Background: an optimization exercise with open tools, aiming at small area, a short achievable clock period and few clock cycles per item. Do not read the settings as production practice. Function was checked by simulation only, so behaviour that the tests miss may differ from the original. Power and IR drop assume default switching activity.

<file path="design/flow/config.mk">
export PLATFORM = sky130hd
export DESIGN_NAME = alu_exec_unit
export DESIGN_NICKNAME = alu_exec_unit
export VERILOG_FILES = /design/flow/design.v
export SDC_FILE = /design/flow/constraint.sdc
export NUM_CORES = 4
export LEC_CHECK = 0
export CAP_MARGIN = 20
export CORE_MARGIN = 2
export CORE_UTILIZATION = 40
export SLEW_MARGIN = 20
</file>
<file path="design/flow/constraint.sdc">
create_clock -name core_clock -period 10.0 [get_ports {clk}]
set_input_delay 2.0000 -clock core_clock [delete_from_list [all_inputs] [get_ports {clk}]]
set_output_delay 2.0000 -clock core_clock [all_outputs]
set_load 0.01 [all_outputs]
</file>
<file path="design/flow/design.v">
package alu_exec_pkg;
  localparam logic [3:0] CTRL_AND  = 4'b0000;
  localparam logic [3:0] CTRL_OR   = 4'b0001;
  localparam logic [3:0] CTRL_ADD  = 4'b0010;
  localparam logic [3:0] CTRL_SLL  = 4'b0011;
  localparam logic [3:0] CTRL_SLT  = 4'b0100;
  localparam logic [3:0] CTRL_SLTU = 4'b0101;
  localparam logic [3:0] CTRL_BEQ  = 4'b0110;
  localparam logic [3:0] CTRL_XOR  = 4'b0111;
  localparam logic [3:0] CTRL_SRL  = 4'b1000;
  localparam logic [3:0] CTRL_JAL  = 4'b1001;
  localparam logic [3:0] CTRL_SRA  = 4'b1010;
  localparam logic [3:0] CTRL_REM  = 4'b1011;
  localparam logic [3:0] CTRL_NOP  = 4'b1100;
  localparam logic [3:0] CTRL_DIV  = 4'b1101;
  localparam logic [3:0] CTRL_MUL  = 4'b1110;
  localparam logic [3:0] CTRL_BNEQ = 4'b1111;
  localparam logic [1:0] IDLE    = 2'd0;
  localparam logic [1:0] ITER    = 2'd1;
  localparam logic [1:0] FIX     = 2'd2;
  localparam logic [1:0] MDU_MUL = 2'd0;
  localparam logic [1:0] MDU_DIV = 2'd1;
  localparam logic [1:0] MDU_REM = 2'd2;
  function automatic logic is_multicycle(input logic [3:0] ctrl);
    is_multicycle = (ctrl == CTRL_DIV) || (ctrl == CTRL_REM) || (ctrl == CTRL_MUL);
  endfunction
  function automatic logic [1:0] to_mdu_op(input logic [3:0] ctrl);
    case (ctrl)
      CTRL_DIV: to_mdu_op = MDU_DIV;
      CTRL_REM: to_mdu_op = MDU_REM;
      default:  to_mdu_op = MDU_MUL;
    endcase
  endfunction
endpackage
import alu_exec_pkg::*;
module mdu_iter #(
  parameter int WIDTH = 32
) (
  input  logic             clk,
  input  logic             reset,
  input  logic             start,
  input  logic [1:0]       op,
  input  logic [WIDTH-1:0] a,
  input  logic [WIDTH-1:0] b,
  output logic             busy,
  output logic             done,
  output logic [WIDTH-1:0] prod,
  output logic [WIDTH-1:0] quot,
  output logic [WIDTH-1:0] rem
);
  localparam int CW = $clog2(WIDTH);
  localparam logic [WIDTH-1:0] MOST_NEG = {1'b1, {(WIDTH-1){1'b0}}};
  logic [1:0]       state_q, state_d;
  logic [CW-1:0]    cnt_q;
  logic [1:0]       op_q;
  logic [WIDTH-1:0] a_q, b_q;
  logic             neg_q;
  logic [WIDTH-1:0] acc_q, mcand_q, mplier_q;
  logic [WIDTH-1:0] rem_q, quo_q, dvsr_q;
  logic [WIDTH:0]   shifted, diff;
  logic             dz, ovf;
  always_ff @(posedge clk) begin
    if (reset) state_q <= IDLE;
    else       state_q <= state_d;
  end
  always_comb begin
    state_d = state_q;
    case (state_q)
      IDLE:    if (start) state_d = ITER;
      ITER:    if (cnt_q == '0) state_d = FIX;
      FIX:     state_d = IDLE;
      default: state_d = IDLE;
    endcase
  end
  assign shifted = {rem_q, quo_q[WIDTH-1]};
  assign diff    = shifted - {1'b0, dvsr_q};
  always_ff @(posedge clk) begin
    if (reset) begin
      cnt_q    <= '0;
      op_q     <= MDU_MUL;
      a_q      <= '0;
      b_q      <= '0;
      neg_q    <= 1'b0;
      acc_q    <= '0;
      mcand_q  <= '0;
      mplier_q <= '0;
      rem_q    <= '0;
      quo_q    <= '0;
      dvsr_q   <= '0;
    end else if (state_q == IDLE && start) begin
      cnt_q    <= CW'(WIDTH - 1);
      op_q     <= op;
      a_q      <= a;
      b_q      <= b;
      neg_q    <= a[WIDTH-1] ^ b[WIDTH-1];
      acc_q    <= '0;
      mcand_q  <= a;
      mplier_q <= b;
      rem_q    <= '0;
      quo_q    <= a[WIDTH-1] ? -a : a;
      dvsr_q   <= b[WIDTH-1] ? -b : b;
    end else if (state_q == ITER) begin
      cnt_q <= cnt_q - CW'(1);
      if (op_q == MDU_MUL) begin
        if (mplier_q[0]) acc_q <= acc_q + mcand_q;
        mcand_q  <= mcand_q << 1;
        mplier_q <= mplier_q >> 1;
      end else if (!diff[WIDTH]) begin
        rem_q <= diff[WIDTH-1:0];
        quo_q <= {quo_q[WIDTH-2:0], 1'b1};
      end else begin
        rem_q <= shifted[WIDTH-1:0];
        quo_q <= {quo_q[WIDTH-2:0], 1'b0};
      end
    end
  end
  assign dz  = (b_q == '0);
  assign ovf = (a_q == MOST_NEG) && (b_q == '1);
  always_comb begin
    prod = acc_q;
    if (dz)         quot = '1;
    else if (ovf)   quot = a_q;
    else if (neg_q) quot = -quo_q;
    else            quot = quo_q;
    if (dz)                 rem = a_q;
    else if (ovf)           rem = '0;
    else if (a_q[WIDTH-1])  rem = -rem_q;
    else                    rem = rem_q;
  end
  assign busy = (state_q != IDLE);
  assign done = (state_q == FIX);
endmodule
import alu_exec_pkg::*;
module alu_exec_unit #(
  parameter int WIDTH = 32,
  parameter int SHW   = $clog2(WIDTH)
) (
  input  logic             clk,
  input  logic             reset,
  input  logic             valid_in,
  output logic             ready,
  input  logic [3:0]       alu_ctrl,
  input  logic [WIDTH-1:0] op_a,
  input  logic [WIDTH-1:0] op_b,
  output logic             valid_out,
  output logic [WIDTH-1:0] result,
  output logic             zero,
  output logic             branch_taken
);
  logic             accept, multi, eq, br_now;
  logic [SHW-1:0]   sh;
  logic [WIDTH-1:0] diff, alu_res, mdu_res;
  logic             mdu_busy, mdu_done;
  logic [WIDTH-1:0] mdu_prod, mdu_quot, mdu_rem;
  logic             zero_pend;
  logic [1:0]       mop_pend;
  assign ready  = !mdu_busy;
  assign accept = valid_in && ready;
  assign multi  = alu_exec_pkg::is_multicycle(alu_ctrl);
  assign sh     = op_b[SHW-1:0];
  assign diff   = op_a - op_b;
  assign eq     = (diff == '0);
  assign br_now = (alu_ctrl == CTRL_BEQ) ? eq : (alu_ctrl == CTRL_BNEQ) ? !eq : 1'b0;
  always_comb begin
    alu_res = '0;
    case (alu_ctrl)
      CTRL_AND:  alu_res = op_a & op_b;
      CTRL_OR:   alu_res = op_a | op_b;
      CTRL_ADD:  alu_res = op_a + op_b;
      CTRL_SLL:  alu_res = op_a << sh;
      CTRL_SLT:  alu_res = WIDTH'($signed(op_a) < $signed(op_b));
      CTRL_SLTU: alu_res = WIDTH'(op_a < op_b);
      CTRL_BEQ:  alu_res = diff;
      CTRL_XOR:  alu_res = op_a ^ op_b;
      CTRL_SRL:  alu_res = op_a >> sh;
      CTRL_JAL:  alu_res = op_a + WIDTH'(4);
      CTRL_SRA:  alu_res = $signed(op_a) >>> sh;
      CTRL_BNEQ: alu_res = diff;
      default:   alu_res = '0;
    endcase
  end
  mdu_iter #(.WIDTH(WIDTH)) u_mdu (
    .clk   (clk),
    .reset (reset),
    .start (accept && multi),
    .op    (alu_exec_pkg::to_mdu_op(alu_ctrl)),
    .a     (op_a),
    .b     (op_b),
    .busy  (mdu_busy),
    .done  (mdu_done),
    .prod  (mdu_prod),
    .quot  (mdu_quot),
    .rem   (mdu_rem)
  );
  always_comb begin
    case (mop_pend)
      MDU_DIV: mdu_res = mdu_quot;
      MDU_REM: mdu_res = mdu_rem;
      default: mdu_res = mdu_prod;
    endcase
  end
  always_ff @(posedge clk) begin
    if (reset) begin
      valid_out    <= 1'b0;
      result       <= '0;
      zero         <= 1'b0;
      branch_taken <= 1'b0;
      zero_pend    <= 1'b0;
      mop_pend     <= MDU_MUL;
    end else begin
      valid_out <= 1'b0;
      if (accept && !multi) begin
        valid_out    <= 1'b1;
        result       <= alu_res;
        zero         <= eq;
        branch_taken <= br_now;
      end
      if (accept && multi) begin
        zero_pend <= eq;
        mop_pend  <= alu_exec_pkg::to_mdu_op(alu_ctrl);
      end
      if (mdu_done) begin
        valid_out    <= 1'b1;
        result       <= mdu_res;
        zero         <= zero_pend;
        branch_taken <= 1'b0;
      end
    end
  end
endmodule
</file>
<file path="design/flow/run.sh">
#!/bin/bash
# synth_recipe.tcl (not shown) runs the flow's synth.tcl, then flattens the netlist and writes it again
# the make line also repeats each setting of config.mk as NAME=value (left out here)
make -C /OpenROAD-flow-scripts/flow DESIGN_CONFIG=/design/flow/config.mk WORK_HOME=/design/flow/orfs CLKGATE_MAP_FILE= SYNTH_SCRIPT=/design/flow/synth_recipe.tcl finish
</file>
==> results by group <==
Floorplanning
  • Die ar.: 74100 sq um
  • Core footprint: 71400 sq um
  • Die span in x: 272 um
  • Die height: 272 um
  • Initial Util: 0.403
  • # IOs: 107
  • Site row count: 98

Timing
  • Worst clock skew: 18.0 ps
  • Min Clock Period, post-route: 6540 ps
  • Unrepaired setup endpoints after global routing: no
  • Final period util: 0.654
  • Final setup vio count: 0
  • Slew margin rel.: 0.199
  • Slew @ Worst Pin: 1190 ps
  • Fmax: 153 MHz
  • Hold_ws: 464 ps
  • Final hold violation count: 0
  • Final Slew Violations: 0
  • Total negative slack: 0 ps

Yosys
  • Count leader, synth: nand2_1
  • Mapped Nets: 4206
  • #FFs+latches synth: 303
  • Post-Synth Simple-Gate Area: 0.221
  • Yosys top cell by area: dfxtp_1
  • Post-synthesis xor/xnor area fraction: 0.0688
  • Library cells used by synthesis: 110
  • Async set or reset register ratio after synthesis: 0
  • Top-area cell type share of the netlist area: 0.211
  • Yosys warns: 2
  • Synth top cells by count: 584 x nand2_1, 412 x nor2_1, 335 x a21oi_1, 303 x dfxtp_1
  • Synth Instances: 3951
  • Seq/Total Area, Yosys: 0.211
  • Mapped Area: 28800 sq um
  • Post-synthesis compound-gate area fraction: 0.286
  • EDFF count, synth: 0
  • Synth Flop Type: dfxtp_1
  • Combinational family with the most area after synthesis: compound AO/OA/AOI/OAI gates
  • Most area-consuming cells after synthesis: dfxtp_1 21%, ha_1 7.8%, nand2_1 7.6%, a21oi_1 5.8%, nor2_1 5.4%
  • Mapped Avg Cell Area: 7.28 sq um
  • Mux cell area share after synthesis: 0.0664
  • Synth Area in Adders: 0.0811

Drt
  • DR pass1 iterations: 7
  • DRC viols: 0
  • Final WL: 140 mm
  • Initial DRC Count: 4926
  • Detail Route Antenna Nets: 0
  • Routed length per instance: 28.8 um
  • Vias/cell: 6.56
  • Via count: 31800

Clock tree
  • Cts hold-fix bufs: 0
  • H-tree Lvls: 2
  • CTS resizes: 0
  • Skew-Pair Late Insertion Delay: 570 ps
  • Clock slew at reported path FFs: 70 ps
  • Clk sink count: 303
  • CTS root buffer: clkbuf_16
  • Clk buf depth: 3
  • CTS tree: built
  • Cts bufs inserted: 37
  • Post-CTS Setup Inserts: 0

Worst setup path
  • RR Endpoint: u_mdu.rem_q[7]$_SDFFE_PP0P_
  • Critical-path top delay cell: clkdlybuf4s50_1
  • Critical Path RT: 10490 ps
  • CP Cell Sequence: clkdlybuf4s50_1, inv_1, ha_1, a221oi_1, a2111o_1, a31oi_1, a2bb2oi_1, nand4_1, nor4bb_1, nand4b_1, nor4_2, nand2_1, a211oi_2
  • Worst-path fanout max: 18
  • Buffers & Inverters on Critical Path: 2
  • Delay-heaviest family, CP: compound AO/OA/AOI/OAI gates
  • CP Depth: 13
  • Slowest cell delay on critical path: 830 ps
  • Startpoint type of the worst setup path: primary input
  • FF-to-FF path depth: 16
  • R2r setup slk: 4790 ps
  • CP Capture Type: flip-flop
  • R2r startpoint: u_mdu.quo_q[31]$_SDFFE_PP0P_
  • Critical path data arrival time: 7020 ps
  • Critical setup path kind: in2reg

Pwr
  • Peak VDD IR: 0.000132 V
  • Total power per unit cell area: 134 nW/um^2
  • Pwr Total: 0.00425 W
  • Leak pwr: 11.7 nW

Global routing
  • Largest net degree at the start of global routing: 105
  • GRT Overall Usage: 0.364
  • Vias in the first global route: 28500
  • GRT Residual Overflow: 0
  • Initial antenna violation count: 5
  • First-pass GRT wire length: 200 mm

Flow run
  • Max-cap violations: 0

Final layout
  • Filler Cell Count: 7375
  • Share of cells above drive strength 1: 0.0726
  • Nets: 4124
  • Area of the multi-input gates: 20900 sq um
  • Area delta synth->final: 10.5%
  • Final instance area: 31800 sq um
  • Final Util: 0.445
  • Reg area: 6070 sq um

Hold path
  • Cell depth of the worst hold path: 2
  • Worst Hold Class: reg2reg
  • Worst Hold End: zero_pend$_SDFFE_PP0P_
  • Hold Startpoint: zero_pend$_SDFFE_PP0P_

Status
  • Outcome: no timing/DRC/antenna violations

Placed design
  • Routability cong.: 1.07
  • Post-DP Area: 30400 sq um
  • DP Wirelength: 102 mm
  • IO Port Bufs: 106
==> registers in the layout, summed over array words and instances (netlist names), 5 cells and up <==
signal / cells
u_mdu.a_q: 32
u_mdu.mcand_q: 32
u_mdu.rem_q: 32
u_mdu.b_q: 31
u_mdu.cnt_q: 5
u_mdu.quo_q: 32
u_mdu.dvsr_q: 32
result: 32
u_mdu.mplier_q: 32
u_mdu.acc_q: 32
==> layout by cell type (no fill, tap or decap), drive strengths merged, types with 39 or more instances in the layout <==
master	count
inv	158
xor2	75
a311oi	99
a211oi	79
nor4	39
mux2i	49
o21ai	270
ha	180
o31ai	60
a221oi	51
xnor2	151
nor3	88
a21o	40
nand2b	49
clkbuf	46
dfxtp	303
a21oi	335
mux4	61
clkdlybuf4s50	99
nand2	586
nor2	414
buf	85
nand3	69
==> worst min-delay path, cell delays in order, from the launching register on <==
cell and delay (ps):
dfxtp_1 310, nand2_1 60, a21oi_1 50
==> worst max path at each step <==
stage,start,end
floorplan,op_b[2],zero$_SDFFE_PP0P_
global placement,op_a[26],zero$_SDFFE_PP0P_
detailed placement,op_a[26],zero$_SDFFE_PP0P_
CTS,op_a[26],zero$_SDFFE_PP0P_
global route,op_a[6],zero$_SDFFE_PP0P_
finish,op_b[23],zero$_SDFFE_PP0P_
==> layout make-up <==
class	count	share of cell area
antenna	3	0.000236
clock buffer	45	0.0320
clock inverter	21	0.0122
inverter	162	0.0192
multi-input combinational	3180	0.656
sequential	303	0.191
tap	950	0.0374
timing repair buffer	185	0.0518
==> per-layer routing <==
layer / vias to the layer above / GRT usage / routed length, um
met3: 398 / 0.0878 / 17000
met5: - / 0 / 19
li1: 14200 / - / -
met4: 4 / 0.226 / 10300
met1: 15200 / 0.493 / 56000
met2: 2005 / 0.517 / 56500
==> stage by stage <==
stage | std cells | setup WS, ps
floorplan | 3951 | 4120
CTS | 4846 | 3700
detailed placement | 4780 | 3090
finish | 4849 | 3460
global placement | 4780 | 3260
global route | 4846 | 3290
==> power breakdown <==
| group | total (W) | internal, W | switching (W) |
|---|---|---|---|
| clock | 0.00159 | 0.000988 | 0.000604 |
| combinational | 0.00134 | 0.000441 | 0.000898 |
| sequential | 0.00132 | 0.00126 | 0.0000562 |
==> logic make-up (layout without fill, tap and decap cells) <==
logic type | Yosys count | after routing
compound gates | 1233 | 1233
buf+inv | 468 | 413
flops | 303 | 303
other cells | 0 | 3
simple gates | 1423 | 1423
fa+ha+maj | 184 | 184
mux | 114 | 114
xor+xnor | 226 | 226
Testbench counts, summed over its fixed seeds: cycles 128,346, items 24,000.

## separate check: timing with driven ports
No port has a modelled driver above. Below, the same layout with a new extraction and two added sets of constraints. Step 1, drivers: a clkbuf_16 drives clk and a buf_2 each remaining input, both assumed. Step 2 moves the port delays by t, midway between the first and last clock arrival at a register: inputs arrive t later, outputs are due t later. That takes back most of the time a late clock gives input paths. Three values: ideal ports, drivers, drivers and shift; two values: the first two.
t (ns): 0.617
setup WS [ns]: 3.463 / 3.501 / 2.884
worst register clock-pin slew, ns: 0.07 / 0.07
worst slew at a driven data input, ns: 0.20
After both steps this run still meets setup and hold. For this run, drivers alone change the setup slack by +0.038 ns; drivers and shift together by -0.579 ns.
